From an optimization exercise on the open Yosys and OpenROAD flow, aimed at small area and a short achievable clock period; shortcuts taken in it are not production practice. At most, simulation tests tie the RTL to the original design; equivalence was not proved. Only the layout flow was run in runs 2 to 6; the RTL was not checked for function there. No activity file was given, so power comes from the tool's default toggle rates.

--- flow/run.sh ---
#!/bin/bash
# synth_recipe.tcl (not shown) runs the flow's synth.tcl, then flattens the netlist and writes it again
# the make line also repeats each setting of config.mk as NAME=value (left out here)
make -C /OpenROAD-flow-scripts/flow DESIGN_CONFIG=/design/flow/config.mk WORK_HOME=/design/flow/orfs CLKGATE_MAP_FILE= SYNTH_SCRIPT=/design/flow/synth_recipe.tcl finish
--- flow/config.mk ---
export PLATFORM = sky130hd
export DESIGN_NAME = double_ended_queue
export DESIGN_NICKNAME = double_ended_queue
export VERILOG_FILES = /design/flow/design.v
export SDC_FILE = /design/flow/constraint.sdc
export NUM_CORES = 4
export LEC_CHECK = 0
export CAP_MARGIN = 20
export CORE_MARGIN = 2
export CORE_UTILIZATION = 40
export SLEW_MARGIN = 20
--- flow/constraint.sdc ---
create_clock -name core_clock -period 4.2 [get_ports {clk}]
set_input_delay 0.8400 -clock core_clock [delete_from_list [all_inputs] [get_ports {clk}]]
set_output_delay 0.8400 -clock core_clock [all_outputs]
set_load 0.01 [all_outputs]
--- flow/design.v ---
`default_nettype none
package deq_pkg;
  localparam int unsigned DATA_W   = 32;
  localparam int unsigned KIND_W   = 3;
  localparam int unsigned STATUS_W = 2;
  localparam int unsigned COUNT_W  = 5;
  localparam logic [KIND_W-1:0] KIND_PUSH_FRONT = 3'd0;
  localparam logic [KIND_W-1:0] KIND_PUSH_BACK  = 3'd1;
  localparam logic [KIND_W-1:0] KIND_POP_FRONT  = 3'd2;
  localparam logic [KIND_W-1:0] KIND_POP_BACK   = 3'd3;
  localparam logic [KIND_W-1:0] KIND_CLEAR      = 3'd4;
  localparam logic [STATUS_W-1:0] STATUS_DONE  = 2'd0;
  localparam logic [STATUS_W-1:0] STATUS_EMPTY = 2'd1;
  localparam logic [STATUS_W-1:0] STATUS_FULL  = 2'd2;
  typedef logic [2:0] cell_op_t;
  localparam cell_op_t CELL_HOLD       = 3'd0;
  localparam cell_op_t CELL_SHIFT_BACK = 3'd1;  
  localparam cell_op_t CELL_SHIFT_FRNT = 3'd2;  
  localparam cell_op_t CELL_FILL_TAIL  = 3'd3;  
  localparam cell_op_t CELL_DROP_TAIL  = 3'd4;  
  localparam cell_op_t CELL_CLEAR      = 3'd5;
  typedef struct packed {
    cell_op_t          op;
    logic [DATA_W-1:0] push_value;
  } cell_ctrl_t;
endpackage
`default_nettype wire
`default_nettype none
module deq_cell (
  input  wire                          clk,
  input  wire                          rst,
  input  wire  deq_pkg::cell_ctrl_t    ctrl,
  input  wire  [deq_pkg::DATA_W-1:0]   left_data,
  input  wire                          left_valid,
  input  wire  [deq_pkg::DATA_W-1:0]   right_data,
  input  wire                          right_valid,
  output logic [deq_pkg::DATA_W-1:0]   data,
  output logic                         valid
);
  always_ff @(posedge clk) begin
    if (rst) begin
      valid <= 1'b0;
    end else begin
      unique case (ctrl.op)
        deq_pkg::CELL_SHIFT_BACK: valid <= left_valid;
        deq_pkg::CELL_SHIFT_FRNT: valid <= right_valid;
        deq_pkg::CELL_FILL_TAIL: begin
          if (!valid && left_valid) valid <= 1'b1;
        end
        deq_pkg::CELL_DROP_TAIL: begin
          if (valid && !right_valid) valid <= 1'b0;
        end
        deq_pkg::CELL_CLEAR: valid <= 1'b0;
        default: valid <= valid;
      endcase
    end
  end
  always_ff @(posedge clk) begin
    unique case (ctrl.op)
      deq_pkg::CELL_SHIFT_BACK: data <= left_data;
      deq_pkg::CELL_SHIFT_FRNT: data <= right_data;
      deq_pkg::CELL_FILL_TAIL: begin
        if (!valid && left_valid) data <= ctrl.push_value;
      end
      default: data <= data;
    endcase
  end
endmodule
`default_nettype wire
`default_nettype none
module double_ended_queue #(
  parameter int unsigned DEPTH = 16
) (
  input  wire                            clk,
  input  wire                            rst,
  input  wire                            req_valid,
  output logic                           req_ready,
  input  wire  [deq_pkg::KIND_W-1:0]     kind,
  input  wire  signed [deq_pkg::DATA_W-1:0] push_value,
  output logic                           rsp_valid,
  input  wire                            rsp_ready,
  output logic signed [deq_pkg::DATA_W-1:0] popped_value,
  output logic [deq_pkg::STATUS_W-1:0]   status,
  output logic [deq_pkg::COUNT_W-1:0]    count
);
  localparam int unsigned CNT_W = $clog2(DEPTH + 1);
  logic [deq_pkg::DATA_W-1:0] cell_data  [DEPTH];
  logic              cell_valid [DEPTH];
  logic [deq_pkg::DATA_W-1:0] left_data  [DEPTH];
  logic              left_valid [DEPTH];
  logic [deq_pkg::DATA_W-1:0] right_data [DEPTH];
  logic              right_valid[DEPTH];
  deq_pkg::cell_ctrl_t        ctrl;
  logic              accept;
  logic              is_empty;
  logic              is_full;
  logic [deq_pkg::DATA_W-1:0] back_data;
  logic [CNT_W-1:0]  held;
  logic [CNT_W-1:0]  held_next;
  logic [deq_pkg::DATA_W-1:0] popped_next;
  logic [deq_pkg::STATUS_W-1:0] status_next;
  logic [CNT_W+deq_pkg::COUNT_W-1:0] held_wide;
  assign accept    = req_valid && req_ready;
  assign req_ready = !rsp_valid || rsp_ready;
  assign is_empty  = !cell_valid[0];
  assign is_full   = cell_valid[DEPTH-1];
  genvar gi;
  generate
    for (gi = 0; gi < DEPTH; gi++) begin : g_cell
      if (gi == 0) begin : g_first
        assign left_data[gi]  = ctrl.push_value;
        assign left_valid[gi] = 1'b1;
      end else begin : g_mid_left
        assign left_data[gi]  = cell_data[gi-1];
        assign left_valid[gi] = cell_valid[gi-1];
      end
      if (gi == DEPTH - 1) begin : g_last
        assign right_data[gi]  = '0;
        assign right_valid[gi] = 1'b0;
      end else begin : g_mid_right
        assign right_data[gi]  = cell_data[gi+1];
        assign right_valid[gi] = cell_valid[gi+1];
      end
      deq_cell u_cell (
        .clk         (clk),
        .rst         (rst),
        .ctrl        (ctrl),
        .left_data   (left_data[gi]),
        .left_valid  (left_valid[gi]),
        .right_data  (right_data[gi]),
        .right_valid (right_valid[gi]),
        .data        (cell_data[gi]),
        .valid       (cell_valid[gi])
      );
    end
  endgenerate
  always_comb begin
    back_data = '0;
    for (int i = 0; i < DEPTH; i++) begin
      if (cell_valid[i] && !right_valid[i]) back_data = back_data | cell_data[i];
    end
  end
  always_comb begin
    ctrl.op         = deq_pkg::CELL_HOLD;
    ctrl.push_value = push_value;
    held_next       = held;
    popped_next     = '0;
    status_next     = deq_pkg::STATUS_DONE;
    if (accept) begin
      priority if (kind == deq_pkg::KIND_PUSH_FRONT || kind == deq_pkg::KIND_PUSH_BACK) begin
        if (is_full) begin
          status_next = deq_pkg::STATUS_FULL;
        end else begin
          ctrl.op   = (kind == deq_pkg::KIND_PUSH_FRONT) ? deq_pkg::CELL_SHIFT_BACK : deq_pkg::CELL_FILL_TAIL;
          held_next = held + 1'b1;
        end
      end else if (kind == deq_pkg::KIND_POP_FRONT || kind == deq_pkg::KIND_POP_BACK) begin
        if (is_empty) begin
          status_next = deq_pkg::STATUS_EMPTY;
        end else begin
          ctrl.op     = (kind == deq_pkg::KIND_POP_FRONT) ? deq_pkg::CELL_SHIFT_FRNT : deq_pkg::CELL_DROP_TAIL;
          popped_next = (kind == deq_pkg::KIND_POP_FRONT) ? cell_data[0] : back_data;
          held_next   = held - 1'b1;
        end
      end else if (kind == deq_pkg::KIND_CLEAR) begin
        ctrl.op   = deq_pkg::CELL_CLEAR;
        held_next = '0;
      end else begin
        ctrl.op = deq_pkg::CELL_HOLD;
      end
    end
  end
  always_ff @(posedge clk) begin
    if (rst) begin
      held      <= '0;
      rsp_valid <= 1'b0;
    end else begin
      held <= held_next;
      if (accept) begin
        rsp_valid <= 1'b1;
      end else if (rsp_ready) begin
        rsp_valid <= 1'b0;
      end
    end
  end
  assign held_wide = {{deq_pkg::COUNT_W{1'b0}}, held_next};
  always_ff @(posedge clk) begin
    if (accept) begin
      popped_value <= popped_next;
      status       <= status_next;
      count        <= held_wide[deq_pkg::COUNT_W-1:0];
    end
  end
endmodule
`default_nettype wire
==> run summary, run 1 <==
outcome=finished clean; Synth Instances=2489; Critical Path End Type=output port; area of the core=about 0.07 mm2; vias in the first global route=about 21000; simple logic cell fraction of the synthesized area=between 10% and 20%; Remaining Overflow, GRT=0; Syn. warnings=12; CP max FO=8; endpoints failing hold=0; Slew @ Worst Pin=1.15 ns; worst hold endpoint=held[4]$_SDFF_PP0_; xor/xnor share of the synthesized area=0%; Buffers on Ports=79; Reg clk slew, reported paths=approximately 0.060 ns; internal power=roughly 10 mW; multiplexer area fraction after synthesis=under 10%; Placed Cells=~3400; worst hold path type=flip-flop to flip-flop; Final Instance Area=around 0.033 mm2; RSZ-0062 raised after global routing=no; placer congestion estimate=between 0.8 and 0.9; gr usage total=26.3%; Worst EP arrival=roughly 2.4 ns; final WL=99500 um; die area=0.0730 mm2; syn nets=about 2500; setup TNS=0 ns; Final WS setup=0.945 ns; Worst Reg-to-Reg Cells=5; largest net degree at the start of global routing=~150; placed cell areas=approximately 0.03 mm2; die width=~270 um; die height=~270 um; Initial DRC Count=roughly 3800; power share of the combinational group=around 9.2%; Post-CTS Setup Bufs=0; Vias=around 23000; Final Util=~46%; Cell Pwr Density=409 mW/mm2; WS Path Type=input pin to output port; clock buffers created by TritonCTS=slightly above 60; CTS tree=yes; maxcap violations=0; Synth Area in Compound Gates=22.4%; average wire per standard cell=about 29 um; Clk Latency, worst-skew pair=0.64 ns; Setup crit start kind=input pin; final setup fails=0; Initial Util=between 40 and 50%; Layout Cells excl Fill=about 3500; DP HPWL=between 50000 and 60000 um; Post-Route Skew=between 0.02 and 0.025 ns; Row Count=97; part of the power in registers=49.2%; first drt pass iteration count=6; DP Worst Slack=roughly 0.55 ns; dominant synthesized flop cell=edfxtp_1; fillers=~6300; area grow syn2layout=14.8%; Worst Min Path Start=held[4]$_SDFF_PP0_; # resized after CTS=0; worst r2r src=g_cell[9].u_cell.valid$_SDFFE_PP0P_; crit path time final=between 3 and 4 ns; H-tree depth=2; share of the clock period used by the worst path=between 70 and 80%; top-level I/O count=80; Final #Nets=around 2500; share of layout cells above drive strength 1=between 10 and 15%; WP data required=3.36 ns; Post-Synth Adder-Cell Area=less than 1%; Pleak=~13 nW; synth unique cells=54; max frequency=~310 MHz; Routed Antenna Nets=0; Clock Root Buffer=clkbuf_16; clk buf depth=3; total power draw=roughly 13 mW; Critical R2R Capture=popped_value[0]$_SDFFCE_PP0P_; clock sinks=573; FF-to-FF setup slack=between 1 and 1.5 ns; fin. max-slew vios=0; hold depth=1; Async SR Flop Fraction=0%; # hold bufs at CTS=0; Net Sw Frac=24.7%; register area share after synthesis=roughly 60%; cell area after synthesis=0.0283 mm2; vias per cell=6.71; VDD IR max=343 uV; clock share of power=between 40% and 50%; Post-synth EDFFs=~550; largest family of logic cells by synthesized area=compound AO/OA/AOI/OAI gates; Synth Register Bits=573; Switch Pwr=3.28 mW; antenna violations before repair=0; slew margin rel.=between 20% and 30%; Avg Cell Area, Syn=11.4 um2; hold slack=a little over 0.5 ns; first-pass GRT wire length=about 140000 um; Post-route DRC=0
## cell families after synthesis
group | after synthesis
AO/OA/AOI/OAI | 870
adder cells (fa/ha/maj) | 2
buffers and inverters | 264
flip-flops | 573
multiplexers | 32
AND/OR/NAND/NOR | 748
## power by group through the flow
stage / Sequential (mW) / Combinational, mW / Clock (mW)
finish: 6.55 / 1.22 / 5.54
global route: 6.56 / 1.29 / 5.81
CTS: 6.55 / 1.19 / 5.60
detailed placement: 6.66 / 1.19 / 0
global placement: 6.66 / 1.17 / 0
floorplan: 6.62 / 0.663 / 0
## worst max-delay path by stage
| stage | from | to | cells after the start |
|---|---|---|---|
| floorplan | rsp_ready | g_cell[15].u_cell.data[0]$_DFFE_PP_ | 6 |
| global placement | rsp_ready | g_cell[3].u_cell.data[17]$_DFFE_PP_ | 8 |
| detailed placement | rsp_ready | g_cell[3].u_cell.data[18]$_DFFE_PP_ | 8 |
| CTS | rsp_ready | req_ready | 4 |
| global route | rsp_ready | req_ready | 4 |
| finish | rsp_ready | req_ready | 4 |
## sequential cells by signal (all words and copies together), names as in the netlist
name / count
held: 5
g_cell.u_cell.data: 512
popped_value: 32
status: 2
g_cell.u_cell.valid: 16
count: 5
rsp_valid: 1
## final cells by class
type                       count  area, um2  share of cell area (%)
timing repair buffer         176       1830                    5.64
sequential                   573      17000                    52.2
clock inverter                39        427                    1.31
antenna                        1       2.50                 0.00770
tap                          940       1180                    3.62
multi-input combinational   1652      10400                    32.1
clock buffer                  74       1580                    4.84
inverter                      22       82.6                   0.254
## cell usage after synthesis, drive strengths merged, types with 4 or more instances
library cell | number | area, um2
a22oi | 607 | 4560
dfxtp | 22 | 440
inv | 21 | 78.8
nor2b | 15 | 93.8
o21ai | 52 | 260
a2111oi | 9 | 78.8
a211oi | 10 | 75.1
and3b | 37 | 324
and3 | 39 | 244
nand2 | 589 | 2370
nand3 | 5 | 25.0
mux2 | 32 | 360
a22o | 31 | 272
nor2 | 5 | 18.8
a21oi | 56 | 280
nand4b | 4 | 35.0
a311oi | 15 | 131
and4 | 16 | 140
clkbuf | 203 | 762
buf | 39 | 259
edfxtp | 551 | 16500
a31oi | 31 | 194
o31a | 13 | 114
nor3 | 22 | 121
a2111o | 4 | 45.0
o22ai | 14 | 87.6
a222oi | 12 | 120
a21o | 4 | 30.0
## cells in the final DEF, fill, tap and decap left out, types with 24 or more instances in the layout
| cell type | count |
|---|---|
| a21oi_1 | 56 |
| mux2_2 | 32 |
| buf_4 | 72 |
| o21ai_0 | 50 |
| a22o_1 | 31 |
| a22oi_1 | 607 |
| clkdlybuf4s50_1 | 78 |
| and3_1 | 39 |
| a31oi_1 | 31 |
| buf_12 | 24 |
| edfxtp_1 | 551 |
| and3b_1 | 36 |
| nand2_1 | 550 |
| clkbuf_16 | 61 |
## metal layers
metal	global-route usage, %	routed length (um)
met2	40.0	44200
met3	5.30	11800
met4	10.5	4340
met5	0	0
met1	36.8	39200
## worst max-delay path, cell delays in order
cell and delay [ns]:
clkdlybuf4s50_1 0.39, and2b_1 0.29, clkinv_1 0.31, clkdlybuf4s50_1 0.58
==> run 2, diff against run 1 <==
==> flow/design.v (replaced) <==
`default_nettype none
package deq_pkg;
  localparam int unsigned DATA_W   = 32;
  localparam int unsigned KIND_W   = 3;
  localparam int unsigned STATUS_W = 2;
  localparam int unsigned COUNT_W  = 5;
  localparam logic [KIND_W-1:0] KIND_PUSH_FRONT = 3'd0;
  localparam logic [KIND_W-1:0] KIND_PUSH_BACK  = 3'd1;
  localparam logic [KIND_W-1:0] KIND_POP_FRONT  = 3'd2;
  localparam logic [KIND_W-1:0] KIND_POP_BACK   = 3'd3;
  localparam logic [KIND_W-1:0] KIND_CLEAR      = 3'd4;
  localparam logic [STATUS_W-1:0] STATUS_DONE  = 2'd0;
  localparam logic [STATUS_W-1:0] STATUS_EMPTY = 2'd1;
  localparam logic [STATUS_W-1:0] STATUS_FULL  = 2'd2;
endpackage
`default_nettype wire
`default_nettype none
module deq_cell (
  input  wire                          clk,
  input  wire                          we,
  input  wire  [deq_pkg::DATA_W-1:0]   wdata,
  output logic [deq_pkg::DATA_W-1:0]   data
);
  always_ff @(posedge clk) begin
    if (we) data <= wdata;
  end
endmodule
`default_nettype wire
`default_nettype none
module double_ended_queue #(
  parameter int unsigned DEPTH = 16
) (
  input  wire                            clk,
  input  wire                            rst,
  input  wire                            req_valid,
  output logic                           req_ready,
  input  wire  [deq_pkg::KIND_W-1:0]     kind,
  input  wire  signed [deq_pkg::DATA_W-1:0] push_value,
  output logic                           rsp_valid,
  input  wire                            rsp_ready,
  output logic signed [deq_pkg::DATA_W-1:0] popped_value,
  output logic [deq_pkg::STATUS_W-1:0]   status,
  output logic [deq_pkg::COUNT_W-1:0]    count
);
  localparam int unsigned PTR_W = $clog2(DEPTH);
  localparam int unsigned CNT_W = $clog2(DEPTH + 1);
  logic [deq_pkg::DATA_W-1:0] slot [DEPTH];
  logic [DEPTH-1:0]           we;
  logic [DEPTH-1:0]           head_oh;
  logic [DEPTH-1:0]           tail_oh;
  logic [DEPTH-1:0]           rd_sel;
  logic [PTR_W-1:0]           head;
  logic [PTR_W-1:0]           tail;
  logic [CNT_W-1:0]           held;
  logic                       full;
  logic                       empty;
  logic                       accept;
  logic                       is_push;
  logic                       is_pop;
  logic                       push_ok;
  logic                       pop_ok;
  logic [deq_pkg::DATA_W-1:0] popped_next;
  assign req_ready = !rsp_valid || rsp_ready;
  assign accept    = req_valid && req_ready;
  assign full      = held[CNT_W-1];
  assign empty     = (held == '0);
  assign is_push = (kind[2:1] == 2'b00);
  assign is_pop  = (kind[2:1] == 2'b01);
  assign push_ok = is_push && !full;
  assign pop_ok  = is_pop && !empty;
  always_comb begin
    for (int i = 0; i < DEPTH; i++) begin
      head_oh[i] = (head == PTR_W'(i));
      tail_oh[i] = (tail == PTR_W'(i));
    end
  end
  genvar gi;
  generate
    for (gi = 0; gi < DEPTH; gi++) begin : g_slot
      assign we[gi] = accept && push_ok && (kind[0] ? tail_oh[gi] : head_oh[(gi + 1) % DEPTH]);
      assign rd_sel[gi] = pop_ok && (kind[0] ? tail_oh[(gi + 1) % DEPTH] : head_oh[gi]);
      deq_cell u_cell (
        .clk   (clk),
        .we    (we[gi]),
        .wdata (push_value),
        .data  (slot[gi])
      );
    end
  endgenerate
  always_comb begin
    popped_next = '0;
    for (int i = 0; i < DEPTH; i++) begin
      popped_next = popped_next | (slot[i] & {deq_pkg::DATA_W{rd_sel[i]}});
    end
  end
  always_ff @(posedge clk) begin
    if (rst) begin
      head      <= '0;
      tail      <= '0;
      held      <= '0;
      rsp_valid <= 1'b0;
    end else begin
      if (accept) begin
        rsp_valid <= 1'b1;
        if (push_ok) begin
          held <= held + 1'b1;
          if (kind[0]) tail <= tail + 1'b1;
          else         head <= head - 1'b1;
        end else if (pop_ok) begin
          held <= held - 1'b1;
          if (kind[0]) tail <= tail - 1'b1;
          else         head <= head + 1'b1;
        end else if (kind == deq_pkg::KIND_CLEAR) begin
          held <= '0;
          tail <= head;
        end
      end else if (rsp_ready) begin
        rsp_valid <= 1'b0;
      end
    end
  end
  always_ff @(posedge clk) begin
    if (accept) begin
      popped_value <= popped_next;
      status[1]    <= is_push && full;
      status[0]    <= is_pop && empty;
      count        <= push_ok ? held + 1'b1 :
                      pop_ok  ? held - 1'b1 :
                      (kind == deq_pkg::KIND_CLEAR) ? '0 : held;
    end
  end
endmodule
`default_nettype wire
--- a/flow/config.mk
+++ b/flow/config.mk
@@ -8,4 +8,5 @@
 export CAP_MARGIN = 20
 export CORE_MARGIN = 2
 export CORE_UTILIZATION = 40
+export SETUP_SLACK_MARGIN = 1.8
 export SLEW_MARGIN = 20
==> run 2 against run 1 <==
- largest power group unchanged
- final area shrank 17%
- hold slack gained 0.0068 ns
- maximum frequency grew 27%
- highest routed layer unchanged
- clock power shrank 6.9%
- still clean
- clock skew grew 0.032 ns
- register-to-register slack gained 0.49 ns
- non-clock buffer count grew 16
- via count shrank 46%
- sequential power shrank 4.1%
- utilization grew 5.0 points
- routed wire length shrank 38%
==> run summary, run 2 <==
Initial DRC Count=1600 (was 3814); top cell type's share of synthesized area=78.5% (was 58.4%); Clk Latency, worst-skew pair=0.65 ns (was 0.64 ns); Cell Pwr Density=445 mW/mm2 (was 409 mW/mm2); top-level I/O count=80 (unchanged); cell area after synthesis=0.0211 mm2 (was 0.0283 mm2); Post-route DRC=0 (unchanged); grt met1 use=30.5% (was 36.8%); average wire per standard cell=29.3 um (was 28.6 um); vias per cell=5.96 (was 6.71); fin. max-slew vios=0 (unchanged); crit-path max cell delay=0.54 ns (was 0.58 ns); dominant synthesized flop cell=edfxtp_1 (unchanged); Synth Instances=1185 (was 2489); WS Path Type=flip-flop to flip-flop (was input pin to output port); VDD IR max=306 uV (was 343 uV); Critical Path End Type=flip-flop (was output port); Buffers on Ports=79 (unchanged); GR peak layer=met2 (unchanged); RSZ-0062 raised after global routing=yes (was no); clk buf depth=3 (unchanged); CP max stage cell=or4_4 (was clkdlybuf4s50_1); Worst Min Path Start=tail[1]$_SDFFE_PP0P_ (was held[4]$_SDFF_PP0_); Clock Root Buffer=clkbuf_16 (unchanged); Avg Cell Area, Syn=17.8 um2 (was 11.4 um2); Cell Chain, Critical Path=inv_4, ha_4, nor4b_4, buf_6, buf_12, buf_12, a211oi_4, buf_12, a22oi_1, nand2_1, or4_4 (was clkdlybuf4s50_1, and2b_1, clkinv_1, clkdlybuf4s50_1); Layout Cells excl Fill=2101 (was 3477); Final #Nets=1416 (was 2527); CTS tree=yes (unchanged); Largest regs=g_slot.u_cell.data (512), popped_value (32) (was g_cell.u_cell.data (512), popped_value (32), g_cell.u_cell.valid (16)); clock sinks=565 (was 573); final WL=61700 um (was 99500 um); Synth Register Bits=565 (was 573); worst r2r src=held[1]$_SDFFE_PP0P_ (was g_cell[9].u_cell.valid$_SDFFE_PP0P_); met3 usage=5.69% (was 5.30%); share of the clock period used by the worst path=61.2% (was 77.5%); share of layout cells above drive strength 1=23.2% (was 11.2%); placer congestion estimate=0.769 (was 0.868); Setup crit start kind=flip-flop (was input pin); Placed Cells=1935 (was 3362); Syn. warnings=3 (was 12); Net Sw Frac=20.7% (was 24.7%); # hold bufs at CTS=0 (unchanged); power share of the combinational group=4.5% (was 9.2%); Reg clk slew, reported paths=0.06 ns (about the same); fillers=4195 (was 6344); Remaining Overflow, GRT=0 (unchanged); Reg with most FFs=g_slot.u_cell.data (was g_cell.u_cell.data); Async SR Flop Fraction=0% (unchanged); vias in the first global route=12200 (was 21500); first drt pass iteration count=5 (was 6); clock buffers created by TritonCTS=55 (was 61); Commonest cells post-synth=edfxtp_1, a22oi_1, nand2_1 (was a22oi_1, nand2_1, edfxtp_1); slew margin rel.=56.6% (was 22.9%); area grow syn2layout=27.7% (was 14.8%); CP max FO=26 (was 8); Crit path max-delay family=simple AND/OR/NAND/NOR gates (was buffers and inverters); Switch Pwr=2.47 mW (was 3.28 mW); DP HPWL=28100 um (was 57100 um); Pleak=8.52 nW (was 12.6 nW); Initial Util=40.2% (was 40.4%); largest net degree at the start of global routing=44 (was 152); final setup fails=0 (unchanged); endpoints failing hold=0 (unchanged); Worst EP arrival=2.90 ns (was 2.41 ns); most common cell after layout, fill and taps aside=edfxtp_1 (was a22oi_1); crit path time final=2.57 ns (was 3.25 ns); die height=233 um (was 270 um); register area share after synthesis=79.9% (was 60.0%); Synth area leaders=edfxtp_1, a22oi_1, dfxtp_1, nand2_1, a221oi_1 (was edfxtp_1, a22oi_1, nand2_1, clkbuf_1, dfxtp_1); Worst Setup SP=held[1]$_SDFFE_PP0P_ (was rsp_ready); worst hold path type=flip-flop to flip-flop (unchanged); max frequency=389 MHz (was 307 MHz); Post-Route Skew=0.0548 ns (was 0.0227 ns); commonest non-fill, non-tap cells in the layout=edfxtp_1, a22oi_1, nand2_1, clkbuf_16, clkdlybuf4s50_1 (was a22oi_1, edfxtp_1, nand2_1, clkdlybuf4s50_1, buf_4); Bufs and invs on worst path=5 (was 3); die width=233 um (was 270 um); top-count cell post-synth=edfxtp_1 (was a22oi_1); clock share of power=43.1% (was 41.6%); H-tree depth=2 (unchanged); Row Count=84 (was 97); first-pass GRT wire length=86900 um (was 145000 um); WP data required=4.53 ns (was 3.36 ns); synth unique cells=52 (was 54); GR Layer Usage met2=35.7% (was 40.0%); Routed Antenna Nets=0 (unchanged); syn nets=1237 (was 2530); Register Area=0.0168 mm2 (was 0.0170 mm2); most used cell, CP=buf_12 (was clkdlybuf4s50_1); Vias=12500 (was 23300); setup TNS=0 ns (unchanged); total power draw=12.0 mW (was 13.3 mW); area of the core=0.0523 mm2 (was 0.0700 mm2); Post-synth EDFFs=551 (unchanged); antenna violations before repair=2 (was 0); internal power=9.49 mW (was 10.0 mW); outcome=finished clean (unchanged); maxcap violations=0 (unchanged); Slew @ Worst Pin=0.649 ns (was 1.15 ns); cell taking the most area after synthesis=edfxtp_1 (unchanged); max reg flops=512 (unchanged); area of the multi-input gates=0.00470 mm2 (was 0.0104 mm2); gr usage total=22.6% (was 26.3%); part of the power in registers=52.4% (was 49.2%); die area=0.0545 mm2 (was 0.0730 mm2)
==> run 2: stage by stage <==
stage          cell area, um2  worst slack (ns)  util, %  hold WS [ns]
2_1_floorplan           21700              1.30        -         0.486
3_3_place_gp            23600             0.727     45.1         0.519
3_5_place_dp            23600             0.690     45.1         0.526
4_1_cts                 26500              1.69     50.7         0.520
5_1_grt                 26900              1.58     51.4         0.548
6_report                26900              1.63     51.4         0.515
==> run 2: power by group through the flow <==
| stage | sequential, mW | combinational, mW | clock, mW |
|---|---|---|---|
| after global placement | 6.40 | 0.424 | 0 |
| after global routing | 6.28 | 0.571 | 5.44 |
| after CTS | 6.27 | 0.514 | 5.23 |
| final | 6.28 | 0.537 | 5.16 |
| after detailed placement | 6.40 | 0.430 | 0 |
| after floorplan | 6.39 | 0.197 | 0 |
==> run 2: per-layer routing <==
metal  up-vias  routed length (um)
met2       638               28900
li1       5319                   -
met3       134                5800
met5         -                   0
met1      6435               24700
met4         0                2250
==> run 2: path summary, 6_finish.rpt <==
check        slack (ns)                          to  cells past startpoint
max                1.63  popped_value[15]$_DFFE_PP_                     11
min                0.51        tail[1]$_SDFFE_PP0P_                      2
max reg2reg        1.63  popped_value[15]$_DFFE_PP_                     11
min reg2reg        0.51        tail[1]$_SDFFE_PP0P_                      2
==> run 2: what timing repair did <==
action,4_1_cts,5_1_grt
gates resized for setup,95,55
pin swaps,15,12
cloned,15,2
endpoints found under the setup margin,255,301
setup buffers,33,10
==> run 2: cell families after synthesis <==
group | Yosys count | share of synthesized area [%]
flip-flops | 565 | 79.9
multiplexers | 1 | 0.0475
XOR/XNOR | 4 | 0.166
AND/OR/NAND/NOR | 192 | 5.64
buffers and inverters | 80 | 1.70
adder cells (fa/ha/maj) | 13 | 0.772
AO/OA/AOI/OAI | 330 | 11.8
==> run 2: area by class of cell <==
cell class | instances | area share, %
Timing Repair Buffer | 192 | 9.44
Multi-Input combinational cell | 541 | 17.5
Clock buffer | 58 | 5.16
Inverter | 9 | 0.158
Tap cell | 688 | 3.20
Antenna cell | 3 | 0.0279
Clock inverter | 45 | 1.93
Sequential cell | 565 | 62.6
==> run 2: worst reg2reg max path: stages (launching register included) <==
cell	delay, ns
dfxtp_4	0.35
inv_4	0.06
ha_4	0.14
nor4b_4	0.19
buf_6	0.15
buf_12	0.16
buf_12	0.12
a211oi_4	0.04
buf_12	0.19
a22oi_1	0.24
nand2_1	0.12
or4_4	0.54
==> run 3, diff against run 2 <==
--- a/flow/config.mk
+++ b/flow/config.mk
@@ -8,5 +8,4 @@
 export CAP_MARGIN = 20
 export CORE_MARGIN = 2
 export CORE_UTILIZATION = 40
-export SETUP_SLACK_MARGIN = 1.8
 export SLEW_MARGIN = 20
==> run 3 against run 2 <==
- final area decreased by 6.0%
- die area unchanged
- maximum frequency decreased by 15%
- power decreased by 2.9%
- worst setup slack got worse by 0.45 ns
- cell count decreased by 2.7%
- combinational power decreased by 22%
- synthesized area unchanged
- first-iteration DRC count decreased by 23%
- clock power decreased by 4.5%
- highest routed layer is now met5
==> run summary, run 3 <==
Post-route DRC=0 (unchanged); Clk Latency, worst-skew pair=0.63 ns (was 0.65 ns); Final Instance Area=0.0253 mm2 (was 0.0269 mm2); Vias=11900 (was 12500); first-pass GRT wire length=80100 um (was 86900 um); endpoints failing hold=0 (unchanged); fin. max-slew vios=0 (unchanged); RSZ-0062 raised after global routing=no (was yes); antenna diode count=0 (was 3); area of the core=0.0523 mm2 (unchanged); cell taking the most area after synthesis=edfxtp_1 (unchanged); first drt pass iteration count=5 (unchanged); dominant synthesized flop cell=edfxtp_1 (unchanged); crit path time final=3.02 ns (was 2.57 ns); Synth area leaders=edfxtp_1, a22oi_1, dfxtp_1, nand2_1, a221oi_1 (unchanged); crit-path max cell delay=0.81 ns (was 0.54 ns); average wire per standard cell=26.7 um (was 29.3 um); Final Util=48.3% (was 51.4%); Bufs and invs on worst path=3 (was 5); top cell type's share of synthesized area=78.5% (unchanged); WP data required=4.68 ns (was 4.53 ns); H-tree depth=2 (unchanged); most common cell after layout, fill and taps aside=edfxtp_1 (unchanged); placed cell areas=0.0235 mm2 (was 0.0236 mm2); Synth Instances=1185 (unchanged); Avg Cell Area, Syn=17.8 um2 (unchanged); Worst EP arrival=3.50 ns (was 2.90 ns); vias in the first global route=12000 (was 12200); Final #Nets=1362 (was 1416); die width=233 um (unchanged); final WL=54500 um (was 61700 um); die height=233 um (unchanged); Async SR Flop Fraction=0% (unchanged); total power draw=11.6 mW (was 12.0 mW); CP max FO=16 (was 26); gr usage total=20.2% (was 22.6%); WS Path Type=input pin to flip-flop (was flip-flop to flip-flop); worst hold path type=flip-flop to flip-flop (unchanged); top-count cell post-synth=edfxtp_1 (unchanged); maxcap violations=0 (unchanged); Cell Chain, Critical Path=clkdlybuf4s50_1, buf_4, nand4b_1, a211oi_4, buf_4, a22oi_1, and4_1, nand4_1 (was inv_4, ha_4, nor4b_4, buf_6, buf_12, buf_12, a211oi_4, buf_12, a22oi_1, nand2_1, or4_4); Synth Area in Compound Gates=11.8% (unchanged); Commonest cells post-synth=edfxtp_1, a22oi_1, nand2_1 (unchanged); area grow syn2layout=20.0% (was 27.7%); Post-Route Skew=0.0268 ns (was 0.0548 ns); Remaining Overflow, GRT=0 (unchanged); Setup crit start kind=input pin (was flip-flop); synth unique cells=52 (unchanged); simple logic cell fraction of the synthesized area=5.64% (unchanged); die area=0.0545 mm2 (unchanged); final setup fails=0 (unchanged); Slew @ Worst Pin=0.980 ns (was 0.649 ns); Routed Antenna Nets=0 (unchanged); Post-CTS Setup Bufs=0 (was 33); syn nets=1237 (unchanged); vias per cell=5.82 (was 5.96); # hold bufs at CTS=0 (unchanged); Largest regs=g_slot.u_cell.data (512), popped_value (32) (unchanged); share of layout cells above drive strength 1=13.3% (was 23.2%); clock buffers created by TritonCTS=56 (was 55); outcome=finished clean (unchanged); CTS tree=yes (unchanged); Critical Path End Type=flip-flop (unchanged); max frequency=331 MHz (was 389 MHz); VDD IR max=338 uV (was 306 uV); clock sinks=565 (unchanged); Initial Util=40.2% (unchanged); Buffers on Ports=79 (unchanged); Reg with most FFs=g_slot.u_cell.data (unchanged); Syn. warnings=3 (unchanged); Initial DRC Count=1234 (was 1600); # resized after CTS=0 (was 95); top-level I/O count=80 (unchanged); share of the clock period used by the worst path=72.0% (was 61.2%); cell area after synthesis=0.0211 mm2 (unchanged); Pleak=7.86 nW (was 8.52 nW); antenna violations before repair=1 (was 2); multiplexer area fraction after synthesis=0.0475% (unchanged); CP max stage cell=a211oi_4 (was or4_4); largest net degree at the start of global routing=44 (unchanged); Reg clk slew, reported paths=0.06 ns (about the same); max reg flops=512 (unchanged); Post-Synth Adder-Cell Area=0.772% (unchanged); commonest non-fill, non-tap cells in the layout=edfxtp_1, a22oi_1, clkdlybuf4s50_1, nand2_1, clkbuf_16 (was edfxtp_1, a22oi_1, nand2_1, clkbuf_16, clkdlybuf4s50_1); slew margin rel.=34.4% (was 56.6%); xor/xnor share of the synthesized area=0.166% (unchanged); most used cell, CP=buf_4 (was buf_12); clk buf depth=3 (unchanged); placer congestion estimate=0.768 (was 0.769); DP HPWL=28500 um (was 28100 um); Clock Root Buffer=clkbuf_16 (unchanged); register area share after synthesis=79.9% (unchanged); Post-synth EDFFs=551 (unchanged); Row Count=84 (unchanged); largest family of logic cells by synthesized area=compound AO/OA/AOI/OAI gates (unchanged); Crit path max-delay family=buffers and inverters (was simple AND/OR/NAND/NOR gates); Synth Register Bits=565 (unchanged); Cell Pwr Density=460 mW/mm2 (was 445 mW/mm2)
==> run 3: routing by layer <==
layer  global-route usage, %  wire length, um  vias up
met5                       0               13        -
met4                    6.69             1460        2
met3                    3.69             3740       89
li1                        -                -     5204
met2                    33.6            26700      463
met1                    27.0            22600     6134
==> run 3: report_power, final <==
part           total (mW)  leakage [nW]  switching, mW  internal, mW
clock                4.93         0.872           2.10          2.82
sequential           6.27          5.11         0.0312          6.24
combinational       0.418          1.87          0.262         0.157
==> run 3: kinds of logic after synthesis <==
| logic type | Yosys count |
|---|---|
| flip-flops | 565 |
| AO/OA/AOI/OAI | 330 |
| AND/OR/NAND/NOR | 192 |
| buffers and inverters | 80 |
| adder cells (fa/ha/maj) | 13 |
| XOR/XNOR | 4 |
| multiplexers | 1 |
==> run 3: area by class of cell <==
type / count / area [um2]
clock buffer: 66 / 1440
clock inverter: 38 / 373
fill: 4323 / 27100
inverter: 9 / 33.8
multi-input combinational: 540 / 4240
sequential: 565 / 16800
tap: 688 / 861
timing repair buffer: 138 / 1510
==> run 3: worst paths after layout <==
kind / start / end / slack (ns) / cells after the start
max reg2reg: held[0]$_SDFFE_PP0P_ / popped_value[16]$_DFFE_PP_ / 1.23 / 9
min: tail[1]$_SDFFE_PP0P_ / tail[1]$_SDFFE_PP0P_ / 0.53 / 2
min reg2reg: tail[1]$_SDFFE_PP0P_ / tail[1]$_SDFFE_PP0P_ / 0.53 / 2
max: kind[0] / popped_value[5]$_DFFE_PP_ / 1.18 / 8
==> run 3: worst min-delay path: stages, from the launching register on <==
cell and delay (ns):
dfxtp_1 0.36, nand2_1 0.07, a21oi_1 0.06
==> run 3: through the flow <==
step | TNS (ns) | hold slack (ns) | worst slack (ns) | instances
finish | 0 | 0.535 | 1.18 | 2044
global placement | 0 | 0.513 | 0.608 | 1940
global route | 0 | 0.572 | 1.07 | 2044
detailed placement | 0 | 0.525 | 0.571 | 1940
CTS | 0 | 0.538 | 1.19 | 2044
floorplan | -160.65 | 0.486 | -0.387 | 1185
==> run 4, diff against run 3 <==
--- a/flow/design.v
+++ b/flow/design.v
@@ -52,6 +52,7 @@
   logic [PTR_W-1:0]           head;
   logic [PTR_W-1:0]           tail;
   logic [CNT_W-1:0]           held;
+  logic [CNT_W-1:0]           held_next;
   logic                       full;
   logic                       empty;
   logic                       accept;
@@ -59,15 +60,23 @@
   logic                       is_pop;
   logic                       push_ok;
   logic                       pop_ok;
+  logic                       is_clear;
+  logic                       wr_front;
+  logic                       wr_back;
+  logic                       rd_front;
+  logic                       rd_back;
   logic [deq_pkg::DATA_W-1:0] popped_next;
   assign req_ready = !rsp_valid || rsp_ready;
   assign accept    = req_valid && req_ready;
-  assign full      = held[CNT_W-1];
-  assign empty     = (held == '0);
-  assign is_push = (kind[2:1] == 2'b00);
-  assign is_pop  = (kind[2:1] == 2'b01);
-  assign push_ok = is_push && !full;
-  assign pop_ok  = is_pop && !empty;
+  assign is_push  = (kind[2:1] == 2'b00);
+  assign is_pop   = (kind[2:1] == 2'b01);
+  assign is_clear = (kind == deq_pkg::KIND_CLEAR);
+  assign push_ok  = is_push && !full;
+  assign pop_ok   = is_pop && !empty;
+  assign wr_front = accept && push_ok && !kind[0];
+  assign wr_back  = accept && push_ok && kind[0];
+  assign rd_front = pop_ok && !kind[0];
+  assign rd_back  = pop_ok && kind[0];
   always_comb begin
     for (int i = 0; i < DEPTH; i++) begin
       head_oh[i] = (head == PTR_W'(i));
@@ -77,7 +86,7 @@
   genvar gi;
   generate
     for (gi = 0; gi < DEPTH; gi++) begin : g_slot
-      assign we[gi] = accept && push_ok && (kind[0] ? tail_oh[gi] : head_oh[(gi + 1) % DEPTH]);
+      assign we[gi] = (wr_front && head_oh[(gi + 1) % DEPTH]) || (wr_back && tail_oh[gi]);
       assign rd_sel[gi] = pop_ok && (kind[0] ? tail_oh[(gi + 1) % DEPTH] : head_oh[gi]);
       deq_cell u_cell (
         .clk   (clk),
@@ -93,25 +102,33 @@
       popped_next = popped_next | (slot[i] & {deq_pkg::DATA_W{rd_sel[i]}});
     end
   end
+  always_comb begin
+    held_next = held;
+    if (push_ok)       held_next = held + 1'b1;
+    else if (pop_ok)   held_next = held - 1'b1;
+    else if (is_clear) held_next = '0;
+  end
   always_ff @(posedge clk) begin
     if (rst) begin
       head      <= '0;
       tail      <= '0;
       held      <= '0;
+      empty     <= 1'b1;
+      full      <= 1'b0;
       rsp_valid <= 1'b0;
     end else begin
       if (accept) begin
         rsp_valid <= 1'b1;
+        held      <= held_next;
+        empty     <= (held_next == '0);
+        full      <= held_next[CNT_W-1];
         if (push_ok) begin
-          held <= held + 1'b1;
           if (kind[0]) tail <= tail + 1'b1;
           else         head <= head - 1'b1;
         end else if (pop_ok) begin
-          held <= held - 1'b1;
           if (kind[0]) tail <= tail - 1'b1;
           else         head <= head + 1'b1;
-        end else if (kind == deq_pkg::KIND_CLEAR) begin
-          held <= '0;
+        end else if (is_clear) begin
           tail <= head;
         end
       end else if (rsp_ready) begin
@@ -124,9 +141,7 @@
       popped_value <= popped_next;
       status[1]    <= is_push && full;
       status[0]    <= is_pop && empty;
-      count        <= push_ok ? held + 1'b1 :
-                      pop_ok  ? held - 1'b1 :
-                      (kind == deq_pkg::KIND_CLEAR) ? '0 : held;
+      count        <= held_next;
     end
   end
 endmodule
--- a/flow/config.mk
+++ b/flow/config.mk
@@ -8,4 +8,5 @@
 export CAP_MARGIN = 20
 export CORE_MARGIN = 2
 export CORE_UTILIZATION = 40
+export SETUP_SLACK_MARGIN = 1.8
 export SLEW_MARGIN = 20
==> run 4 against run 3 <==
- hold slack worse by 0.010 ns
- utilization increased by 2.8 points
- non-clock buffer count grew 71
- power shrank 0.88%
- largest power group unchanged
- still clean
- die area is 0.13% higher
- via count up 4.3%
- sequential power barely moved
- final area up 5.7%
- global-route usage up 0.77 points
- clock power down 2%
- routed wire length rose by 6.0%
==> run summary, run 4 <==
outcome=finished clean (unchanged); Post-synth EDFFs=551 (unchanged); CTS tree=yes (unchanged); slew margin rel.=46.9% (was 34.4%); Cell Chain, Critical Path=buf_2, buf_12, buf_4, or4b_4, a21oi_4, bufbuf_16, a22oi_1, and4_1, nand4_1 (was clkdlybuf4s50_1, buf_4, nand4b_1, a211oi_4, buf_4, a22oi_1, and4_1, nand4_1); average wire per standard cell=27.3 um (was 26.7 um); Final Util=51.1% (was 48.3%); Crit path max-delay family=simple AND/OR/NAND/NOR gates (was buffers and inverters); Buffers on Ports=79 (unchanged); final WL=57700 um (was 54500 um); Critical Path End Type=flip-flop (unchanged); max frequency=411 MHz (was 331 MHz); register area share after synthesis=79.9% (about the same); dominant synthesized flop cell=edfxtp_1 (unchanged); Synth area leaders=edfxtp_1, a22oi_1, a22o_1, dfxtp_1, nand2_1 (was edfxtp_1, a22oi_1, dfxtp_1, nand2_1, a221oi_1); area of the multi-input gates=0.00486 mm2 (was 0.00424 mm2); top cell type's share of synthesized area=78.4% (was 78.5%); RSZ-0062 raised after global routing=yes (was no); die width=234 um (was 233 um); Setup crit start kind=input pin (unchanged); Syn. warnings=3 (unchanged); Register Area=0.0169 mm2 (was 0.0168 mm2); Largest regs=g_slot.u_cell.data (512), popped_value (32) (unchanged); # hold bufs at CTS=0 (unchanged); share of layout cells above drive strength 1=26.1% (was 13.3%); commonest non-fill, non-tap cells in the layout=edfxtp_1, a22oi_1, buf_4, nand2_1, clkdlybuf4s50_1 (was edfxtp_1, a22oi_1, clkdlybuf4s50_1, nand2_1, clkbuf_16); maxcap violations=0 (unchanged); Worst EP arrival=2.88 ns (was 3.50 ns); top-level I/O count=80 (unchanged); syn nets=1237 (unchanged); Remaining Overflow, GRT=0 (unchanged); cell taking the most area after synthesis=edfxtp_1 (unchanged); Clock Root Buffer=clkbuf_16 (unchanged); cell area after synthesis=0.0211 mm2 (about the same); max reg flops=512 (unchanged); CP max FO=16 (unchanged); Initial DRC Count=1377 (was 1234); area of the core=0.0523 mm2 (unchanged); DP HPWL=30600 um (was 28500 um); die height=234 um (was 233 um); clock sinks=566 (was 565); die area=0.0546 mm2 (was 0.0545 mm2); most common cell after layout, fill and taps aside=edfxtp_1 (unchanged); Pleak=8.54 nW (was 7.86 nW); Post-Route Skew=0.0201 ns (was 0.0268 ns); Clk Latency, worst-skew pair=0.60 ns (was 0.63 ns); first drt pass iteration count=5 (unchanged); Slew @ Worst Pin=0.794 ns (was 0.980 ns); Commonest cells post-synth=edfxtp_1, a22oi_1, nand2_1 (unchanged); clk buf depth=3 (unchanged); worst hold path type=flip-flop to flip-flop (unchanged); Row Count=84 (unchanged); WS Path Type=input pin to flip-flop (unchanged); largest net degree at the start of global routing=45 (was 44); Synth Instances=1186 (was 1185); VDD IR max=341 uV (was 338 uV); crit path time final=2.43 ns (was 3.02 ns); Async SR Flop Fraction=0% (unchanged); H-tree depth=2 (unchanged); Avg Cell Area, Syn=17.8 um2 (about the same); Initial Util=40.3% (was 40.2%); fillers=4202 (was 4323); endpoints failing hold=0 (unchanged); share of the clock period used by the worst path=57.9% (was 72.0%); top-count cell post-synth=edfxtp_1 (unchanged); Reg clk slew, reported paths=0.06 ns (about the same); first-pass GRT wire length=82300 um (was 80100 um); Bufs and invs on worst path=4 (was 3); Cell Pwr Density=431 mW/mm2 (was 460 mW/mm2); CP max stage cell=or4b_4 (was a211oi_4); Synth Register Bits=566 (was 565); crit-path max cell delay=0.54 ns (was 0.81 ns); clock buffers created by TritonCTS=55 (was 56); antenna diode count=0 (unchanged); Routed Antenna Nets=0 (unchanged); hold slack=0.525 ns (was 0.535 ns); Final #Nets=1435 (was 1362); setup TNS=0 ns (unchanged); Post-route DRC=0 (unchanged); final setup fails=0 (unchanged); gr usage total=21.0% (was 20.2%); vias per cell=5.88 (was 5.82); Vias=12400 (was 11900); Reg with most FFs=g_slot.u_cell.data (unchanged); antenna violations before repair=3 (was 1); vias in the first global route=12100 (was 12000); area grow syn2layout=26.7% (was 20.0%); fin. max-slew vios=0 (unchanged); placer congestion estimate=0.775 (was 0.768); synth unique cells=54 (was 52); WP data required=4.64 ns (was 4.68 ns)
[run 4: changes by cell type after synthesis, sizes merged, moves of 8 or more]
cell    before  now
a22oi      215  181
a21oi       27   50
a22o        21   38
a211oi      20    5
and4        17    7
a221oi      21   30
a222oi       0    8
[run 4: cell families after synthesis]
family	share of synthesized area, %
xor+xnor	0.166
fa+ha+maj	0.712
mux	0.148
flops	79.9
compound gates	12.1
simple gates	5.23
buf+inv	1.77
[run 4: path summary, 6_finish.rpt]
check | from | end | slack (ns) | cells after the start
worst min-delay path | held[2]$_SDFFE_PP0P_ | held[2]$_SDFFE_PP0P_ | 0.52 | 2
worst max-delay path | kind[0] | popped_value[21]$_DFFE_PP_ | 1.77 | 9
worst min register to register | held[2]$_SDFFE_PP0P_ | held[2]$_SDFFE_PP0P_ | 0.52 | 2
worst max register to register | head[0]$_SDFFE_PP0P_ | popped_value[31]$_DFFE_PP_ | 1.81 | 9
[run 4: worst min-delay path: stages (launching register included)]
cell     delay [ns]
dfxtp_1        0.35
nand2_1        0.07
a21oi_1        0.06
[run 4: layout make-up]
type                    instances  area share, %
well taps                     688           3.22
repair buffers                209           8.73
flip-flops and latches        566           63.1
inverters                      10          0.169
clock inverters                32           1.27
multi-input cells             542           18.2
clock buffers                  64           5.28
[run 4: layer usage]
metal,part of all wire (%),GRT usage [%],up-vias
met3,7.0,3.11,106
met2,48,34.2,524
met4,2.6,6.59,4
li1,-,-,5358
met1,42,29.2,6416
met5,0.047,0,-
[run 4: per-stage QoR]
stage          cell area [um2]  setup WS, ns  std cells  power, mW
4_1_cts                  26300          1.62       2093       11.6
3_5_place_dp             23700         0.486       1947       6.75
5_1_grt                  26700          1.74       2111       11.8
3_3_place_gp             23700         0.515       1947       6.74
2_1_floorplan            22000          1.27       1186       6.54
6_report                 26700          1.77       2111       11.5
[run 4: repair_timing]
action	in CTS	in global routing
endpoints found under the setup margin	486	143
pin swaps	15	18
setup buffers	45	16
gates cloned	5	2
resized for setup	78	62
[run 4: power breakdown]
part | internal, mW | leakage (nW) | switching (mW)
clock | 2.82 | 0.853 | 2.03
combinational | 0.165 | 2.56 | 0.237
sequential | 6.24 | 5.13 | 0.0288
total | 9.22 | 8.54 | 2.29
==> run 5, diff against run 4 <==
--- a/flow/config.mk
+++ b/flow/config.mk
@@ -8,5 +8,6 @@
 export CAP_MARGIN = 20
 export CORE_MARGIN = 2
 export CORE_UTILIZATION = 40
+export CTS_BUF_LIST = sky130_fd_sc_hd__clkbuf_4 sky130_fd_sc_hd__clkbuf_8
 export SETUP_SLACK_MARGIN = 1.8
 export SLEW_MARGIN = 20
==> run 5 against run 4 <==
- utilization barely moved
- sequential share of layout area barely moved
- count of clock-buffer cells in the layout rose by 62
- critical path depth fell by 1
- still clean
- sequential power barely moved
- final area barely moved
- combinational power fell by 5.7%
- synthesized cell count did not move
==> run summary, run 5 <==
simple logic cell fraction of the synthesized area=5.23% (unchanged); clock sinks=566 (unchanged); clock buffers created by TritonCTS=92 (was 55); vias in the first global route=12600 (was 12100); antenna diode count=0 (unchanged); # hold bufs at CTS=0 (unchanged); Cell Pwr Density=419 mW/mm2 (was 431 mW/mm2); Post-synth EDFFs=551 (unchanged); die height=234 um (unchanged); final setup fails=0 (unchanged); Post-Route Skew=0.0224 ns (was 0.0201 ns); VDD IR max=186 uV (was 341 uV); first drt pass iteration count=6 (was 5); power share of the combinational group=3.4% (was 3.5%); largest family of logic cells by synthesized area=compound AO/OA/AOI/OAI gates (unchanged); CTS tree=yes (unchanged); register area share after synthesis=79.9% (unchanged); worst hold path type=flip-flop to flip-flop (unchanged); Avg Cell Area, Syn=17.8 um2 (unchanged); Pleak=8.69 nW (was 8.54 nW); Synth area leaders=edfxtp_1, a22oi_1, a22o_1, dfxtp_1, nand2_1 (unchanged); Synth Register Bits=566 (unchanged); Placed Cells=1947 (unchanged); Post-Synth Adder-Cell Area=0.712% (unchanged); multiplexer area fraction after synthesis=0.148% (unchanged); Net Sw Frac=21.1% (was 19.9%); vias per cell=5.81 (was 5.88); area grow syn2layout=26.7% (about the same); Initial Util=40.3% (unchanged); Row Count=84 (unchanged); Worst Reg-to-Reg Cells=8 (was 9); endpoints failing hold=0 (unchanged); cell area after synthesis=0.0211 mm2 (unchanged); cell taking the most area after synthesis=edfxtp_1 (unchanged); max frequency=412 MHz (was 411 MHz); internal power=8.83 mW (was 9.22 mW); Async SR Flop Fraction=0% (unchanged); Reg clk slew, reported paths=0.06 ns (about the same); Critical Path End Type=flip-flop (unchanged); die area=0.0546 mm2 (unchanged); setup TNS=0 ns (unchanged); max reg flops=512 (unchanged); part of the power in registers=56.1% (was 54.5%); CP max FO=8 (was 16); top cell type's share of synthesized area=78.4% (unchanged); total power draw=11.2 mW (was 11.5 mW); hold depth=2 (unchanged); crit path time final=2.43 ns (about the same); Post-route DRC=0 (unchanged); WS Path Type=flip-flop to flip-flop (was input pin to flip-flop); FF-to-FF setup slack=1.77 ns (was 1.81 ns); top-level I/O count=80 (unchanged); maxcap violations=0 (unchanged); average wire per standard cell=26.7 um (was 27.3 um); Commonest cells post-synth=edfxtp_1, a22oi_1, nand2_1 (unchanged); Final #Nets=1478 (was 1435); Worst Min Path Start=held[2]$_SDFFE_PP0P_ (unchanged); DP HPWL=30600 um (unchanged); worst hold endpoint=held[2]$_SDFFE_PP0P_ (unchanged); Setup crit start kind=flip-flop (was input pin); worst r2r src=head[1]$_SDFFE_PP0P_ (was head[0]$_SDFFE_PP0P_); Largest regs=g_slot.u_cell.data (512), popped_value (32) (unchanged); Remaining Overflow, GRT=0 (unchanged); dominant synthesized flop cell=edfxtp_1 (unchanged); Layout Cells excl Fill=2187 (was 2111); outcome=finished clean (unchanged); placer congestion estimate=0.775 (unchanged); first-pass GRT wire length=83100 um (was 82300 um); Critical R2R Capture=popped_value[26]$_DFFE_PP_ (was popped_value[31]$_DFFE_PP_); Switch Pwr=2.36 mW (was 2.29 mW); fin. max-slew vios=0 (unchanged); commonest non-fill, non-tap cells in the layout=edfxtp_1, a22oi_1, clkbuf_8, buf_4, nand2_1 (was edfxtp_1, a22oi_1, buf_4, nand2_1, clkdlybuf4s50_1); Clock Root Buffer=clkbuf_8 (was clkbuf_16); Synth Area in Compound Gates=12.1% (unchanged); H-tree depth=3 (was 2); synth unique cells=54 (unchanged); gr usage total=21.3% (was 21.0%); share of the clock period used by the worst path=57.8% (was 57.9%); Initial DRC Count=1401 (was 1377); die width=234 um (unchanged); syn nets=1237 (unchanged); share of layout cells above drive strength 1=29.0% (was 26.1%); Synth Instances=1186 (unchanged); RSZ-0062 raised after global routing=yes (unchanged); Buffers on Ports=79 (unchanged); Syn. warnings=3 (unchanged); largest net degree at the start of global routing=45 (unchanged); Routed Antenna Nets=0 (unchanged); area of the core=0.0523 mm2 (unchanged); Vias=12700 (was 12400); clk buf depth=3 (unchanged); WP data required=4.59 ns (was 4.64 ns); top-count cell post-synth=edfxtp_1 (unchanged); Clk Latency, worst-skew pair=0.67 ns (was 0.60 ns); most common cell after layout, fill and taps aside=edfxtp_1 (unchanged); Worst EP arrival=2.82 ns (was 2.88 ns); final WL=58300 um (was 57700 um); clock share of power=40.5% (was 42.1%); Slew @ Worst Pin=0.795 ns (was 0.794 ns); antenna violations before repair=2 (was 3); slew margin rel.=46.8% (was 46.9%); Reg with most FFs=g_slot.u_cell.data (unchanged); xor/xnor share of the synthesized area=0.166% (unchanged)
run 5: cell counts after synthesis:
No cell type changed its count.
run 5: through the flow:
stage	utilization, %	cell area, um2	hold slack (ns)	setup WS (ns)
global route	51.0	26700	0.512	1.74
global placement	45.3	23700	0.503	0.515
floorplan	-	22000	0.477	1.27
finish	51.0	26700	0.528	1.77
detailed placement	45.3	23700	0.518	0.486
CTS	50.4	26400	0.528	1.79
run 5: power by group through the flow:
stage / registers (mW) / clock network (mW) / logic (mW)
floorplan: 6.39 / 0 / 0.147
global placement: 6.39 / 0 / 0.348
detailed placement: 6.39 / 0 / 0.355
CTS: 6.27 / 4.64 / 0.373
global route: 6.28 / 4.88 / 0.407
finish: 6.27 / 4.54 / 0.379
run 5: worst max path at each step:
stage	to	from	depth (start not counted)
finish	popped_value[26]$_DFFE_PP_	head[1]$_SDFFE_PP0P_	8
detailed placement	popped_value[21]$_DFFE_PP_	kind[1]	7
global route	popped_value[11]$_DFFE_PP_	head[1]$_SDFFE_PP0P_	8
floorplan	g_slot[3].u_cell.data[0]$_DFFE_PP_	rsp_ready	6
CTS	popped_value[31]$_DFFE_PP_	head[0]$_SDFFE_PP0P_	9
global placement	popped_value[21]$_DFFE_PP_	kind[1]	7
run 5: critical path: stages, from the launching register on:
cell	delay [ns]
dfxtp_4	0.41
inv_1	0.13
ha_4	0.22
or4b_4	0.27
a21oi_4	0.08
buf_4	0.20
a22oi_2	0.18
nand2_1	0.09
or4_1	0.57
run 5: cells by family after synthesis:
family          Yosys count
fa+ha+maj                12
xor+xnor                  4
simple gates            186
buf+inv                  78
flops                   566
mux                       3
compound gates          337
run 5: layout make-up:
class | count | area, um2
Timing Repair Buffer | 215 | 2340
Multi-Input combinational cell | 542 | 4850
Sequential cell | 566 | 16900
Fill cell | 4275 | 25600
Inverter | 10 | 45.0
Tap cell | 688 | 861
Clock buffer | 126 | 1540
Clock inverter | 40 | 211
run 5: timing repair:
| item | in CTS | in global routing |
|---|---|---|
| setup endpoints to repair | 448 | 212 |
| resized for setup | 122 | 34 |
| pin swaps | 21 | 20 |
| gates cloned | 6 | 2 |
| buffers inserted | 47 | 19 |
run 5: routing by layer:
layer,vias to the layer above,routed length [um],global-route usage [%],share of wire (%)
met4,4,1680,7.85,2.9
met5,-,23,0,0.039
met2,555,27700,34.3,48
met3,100,4450,4.36,7.6
li1,5473,-,-,-
met1,6568,24400,28.7,42
==> run 6, diff against run 5 <==
--- a/flow/config.mk
+++ b/flow/config.mk
@@ -8,6 +8,5 @@
 export CAP_MARGIN = 20
 export CORE_MARGIN = 2
 export CORE_UTILIZATION = 40
-export CTS_BUF_LIST = sky130_fd_sc_hd__clkbuf_4 sky130_fd_sc_hd__clkbuf_8
-export SETUP_SLACK_MARGIN = 1.8
+export SETUP_SLACK_MARGIN = 2.2
 export SLEW_MARGIN = 20
==> run 6 against run 5 <==
- largest power group unchanged
- register-to-register slack improved by 0.07 ns
- utilization rose by 2.7 points
- synthesized cell count did not move
- still clean on timing, DRC and antenna
- critical path type unchanged
==> run summary, run 6 <==
die width=234 um (unchanged); Initial DRC Count=1789 (was 1401); Async SR Flop Fraction=0% (unchanged); synth unique cells=54 (unchanged); Pleak=9.15 nW (was 8.69 nW); WS Path Type=flip-flop to flip-flop (unchanged); top-count cell post-synth=edfxtp_1 (unchanged); Commonest cells post-synth=edfxtp_1, a22oi_1, nand2_1 (unchanged); fin. max-slew vios=0 (unchanged); Cell Pwr Density=405 mW/mm2 (was 419 mW/mm2); Buffers on Ports=79 (unchanged); Bufs and invs on worst path=1 (was 2); top-level I/O count=80 (unchanged); Reg with most FFs=g_slot.u_cell.data (unchanged); final WL=62600 um (was 58300 um); Setup crit start kind=flip-flop (unchanged); first drt pass iteration count=6 (unchanged); Row Count=84 (unchanged); Routed Antenna Nets=0 (unchanged); Avg Cell Area, Syn=17.8 um2 (unchanged); clock buffers created by TritonCTS=56 (was 92); RSZ-0062 raised after global routing=yes (unchanged); Worst EP arrival=2.81 ns (was 2.82 ns); cell taking the most area after synthesis=edfxtp_1 (unchanged); Remaining Overflow, GRT=0 (unchanged); register area share after synthesis=79.9% (unchanged); gr usage total=22.1% (was 21.3%); Worst Setup SP=head[1]$_SDFFE_PP0P_ (unchanged); Initial Util=40.3% (unchanged); antenna violations before repair=3 (was 2); Slew @ Worst Pin=0.751 ns (was 0.795 ns); endpoints failing hold=0 (unchanged); max reg flops=512 (unchanged); # hold bufs at CTS=0 (unchanged); outcome=finished clean (unchanged); Worst Reg-to-Reg Cells=7 (was 8); average wire per standard cell=28.5 um (was 26.7 um); share of layout cells above drive strength 1=34.0% (was 29.0%); H-tree depth=2 (was 3); Reg clk slew, reported paths=0.07 ns (was 0.06 ns); WP data required=4.65 ns (was 4.59 ns); clock sinks=566 (unchanged); Clock Root Buffer=clkbuf_16 (was clkbuf_8); dominant synthesized flop cell=edfxtp_1 (unchanged); crit-path max cell delay=0.59 ns (was 0.57 ns); area grow syn2layout=33.3% (was 26.7%); Cell Chain, Critical Path=ha_2, or4b_1, a21oi_4, buf_12, a22oi_1, and4_1, nand4_1 (was inv_1, ha_4, or4b_4, a21oi_4, buf_4, a22oi_2, nand2_1, or4_1); Worst setup endpoint=popped_value[18]$_DFFE_PP_ (was popped_value[26]$_DFFE_PP_); CTS tree=yes (unchanged); worst hold path type=flip-flop to flip-flop (unchanged); Post-route DRC=0 (unchanged); maxcap violations=0 (unchanged); Clk Latency, worst-skew pair=0.62 ns (was 0.67 ns); Post-Route Skew=0.0329 ns (was 0.0224 ns); Vias=12900 (was 12700); setup TNS=0 ns (unchanged); top cell type's share of synthesized area=78.4% (unchanged); Critical R2R Capture=popped_value[18]$_DFFE_PP_ (was popped_value[26]$_DFFE_PP_); crit path time final=2.36 ns (was 2.43 ns); VDD IR max=318 uV (was 186 uV); CP max stage cell=or4b_1 (was or4_1); max frequency=424 MHz (was 412 MHz); Final #Nets=1515 (was 1478); share of the clock period used by the worst path=56.2% (was 57.8%); placer congestion estimate=0.776 (was 0.775); Largest regs=g_slot.u_cell.data (512), popped_value (32) (unchanged); Post-synth EDFFs=551 (unchanged); vias in the first global route=12400 (was 12600); vias per cell=5.89 (was 5.81); first-pass GRT wire length=85700 um (was 83100 um); most common cell after layout, fill and taps aside=edfxtp_1 (unchanged); clk buf depth=3 (unchanged); hold slack=0.504 ns (was 0.528 ns); largest net degree at the start of global routing=45 (unchanged); final setup fails=0 (unchanged); Critical Path End Type=flip-flop (unchanged); Syn. warnings=3 (unchanged); DP HPWL=29900 um (was 30600 um); Synth Register Bits=566 (unchanged); slew margin rel.=49.8% (was 46.8%); syn nets=1237 (unchanged); CP max FO=23 (was 8); die height=234 um (unchanged); commonest non-fill, non-tap cells in the layout=edfxtp_1, a22oi_1, buf_4, clkbuf_16, nand2_1 (was edfxtp_1, a22oi_1, clkbuf_8, buf_4, nand2_1); antenna diode count=0 (unchanged); worst r2r src=head[1]$_SDFFE_PP0P_ (unchanged); area of the core=0.0523 mm2 (unchanged); die area=0.0546 mm2 (unchanged); cell area after synthesis=0.0211 mm2 (unchanged); Synth Instances=1186 (unchanged); Stages on worst setup path=7 (was 8); FF-to-FF setup slack=1.84 ns (was 1.77 ns); Synth area leaders=edfxtp_1, a22oi_1, a22o_1, dfxtp_1, nand2_1 (unchanged); fillers=3970 (was 4275); Crit path max-delay family=simple AND/OR/NAND/NOR gates (unchanged)
==> run 6: cell counts after synthesis <==
No cell type changed its count.
==> run 6: cell type report <==
type	instances	area (um2)	share of cell area, %
sequential	566	16900	60.0
multi-input combinational	545	5120	18.2
timing repair buffer	285	3510	12.5
clock buffer	72	1480	5.27
tap	688	861	3.06
clock inverter	32	204	0.725
inverter	10	55.1	0.196
==> run 6: per-layer routing <==
metal / global-route usage [%] / part of all wire (%) / up-vias
met5: 0 / 0.064 / -
met4: 8.03 / 3.3 / 6
met3: 4.14 / 8.2 / 132
met2: 36.0 / 48 / 659
met1: 29.6 / 40 / 6605
li1: - / - / 5539
==> run 6: per-stage QoR <==
step | instances | utilization, % | power, mW | area, um2 | worst slack [ns]
after floorplan | 1186 | - | 6.54 | 22000 | 1.27
after global placement | 1938 | 45.4 | 6.74 | 23700 | 0.558
after detailed placement | 1938 | 45.4 | 6.74 | 23700 | 0.517
after CTS | 2151 | 52.0 | 11.4 | 27200 | 1.89
after global routing | 2198 | 53.7 | 11.7 | 28100 | 1.78
final | 2198 | 53.7 | 11.4 | 28100 | 1.84
==> run 6: worst min path at each step <==
stage          cells after the start              startpoint                endpoint
2_1_floorplan                      2    held[2]$_SDFFE_PP0P_    held[2]$_SDFFE_PP0P_
3_3_place_gp                       2    held[2]$_SDFFE_PP0P_    held[2]$_SDFFE_PP0P_
3_5_place_dp                       2    held[2]$_SDFFE_PP0P_    held[2]$_SDFFE_PP0P_
4_1_cts                            3               rsp_ready  rsp_valid$_SDFFE_PP0P_
5_1_grt                            3               rsp_ready  rsp_valid$_SDFFE_PP0P_
6_report                           2  rsp_valid$_SDFFE_PP0P_  rsp_valid$_SDFFE_PP0P_
==> run 6: what timing repair did <==
item / in CTS / in global routing
endpoints found under the setup margin: 641 / 422
cloned: 20 / 14
setup buffers: 89 / 33
pin swaps: 57 / 36
resized for setup: 340 / 65
==> run 6: logic make-up after synthesis <==
group	after synthesis	synth area share [%]
DFF	566	79.9
AOI/OAI and AO/OA	337	12.1
and+or+nand+nor	186	5.23
buffers and inverters	78	1.77
adders and majority gates	12	0.712
xor gates and xnor gates	4	0.166
muxes	3	0.148
==> run 6: worst register-to-register path: cells and delay by family (launching register included) <==
family / cells / cell delay [ns]
buffers and inverters: 1 / 0.24
AND/OR/NAND/NOR: 3 / 0.94
AO/OA/AOI/OAI: 2 / 0.34
adder cells (fa/ha/maj): 1 / 0.28
flip-flops: 1 / 0.38
==> run 6: power by group <==
| part | total, mW | internal (mW) | switching, mW |
|---|---|---|---|
| clock network | 4.68 | 2.60 | 2.07 |
| logic | 0.423 | 0.169 | 0.254 |
| registers | 6.27 | 6.24 | 0.0317 |
| total | 11.4 | 9.02 | 2.36 |

-- port drivers added, routing unchanged --
How much do the figures lean on ideal ports? The routed layouts below were timed once more, with nothing changed but the port constraints.
Step 1 (the two cells are an assumption about what drives the block):
set clk [get_ports {clk}]
set_driving_cell -lib_cell sky130_fd_sc_hd__clkbuf_16 $clk
set_driving_cell -lib_cell sky130_fd_sc_hd__buf_2 [delete_from_list [all_inputs] $clk]
Step 2 times the ports against the registers' clock, not the clock port: input delays grow and output delays shrink by t, the midpoint of the rising clock arrivals with the driver on.
Slacks: ideal ports / drivers / drivers and shift; pairs: ideal ports / drivers.
run | t, ns | slack for setup (ns) | slew at the worst register clock pin (ns)
run 1 | 0.697 | 0.945 / 0.921 / 0.469 | 0.07 / 0.07
run 2 | 0.675 | 1.629 / 1.629 / 1.000 | 0.07 / 0.07
run 3 | 0.665 | 1.177 / 1.206 / 0.541 | 0.06 / 0.06
run 4 | 0.643 | 1.769 / 1.797 / 1.162 | 0.07 / 0.07
run 5 | 0.712 | 1.772 / 1.772 / 1.126 | 0.06 / 0.06
run 6 | 0.669 | 1.842 / 1.842 / 1.304 | 0.07 / 0.07
After both steps setup and hold are still met in every run listed. The setup slack of run 5, which loses most, moves by 0.000 ns with the drivers and by -0.646 ns with both steps.
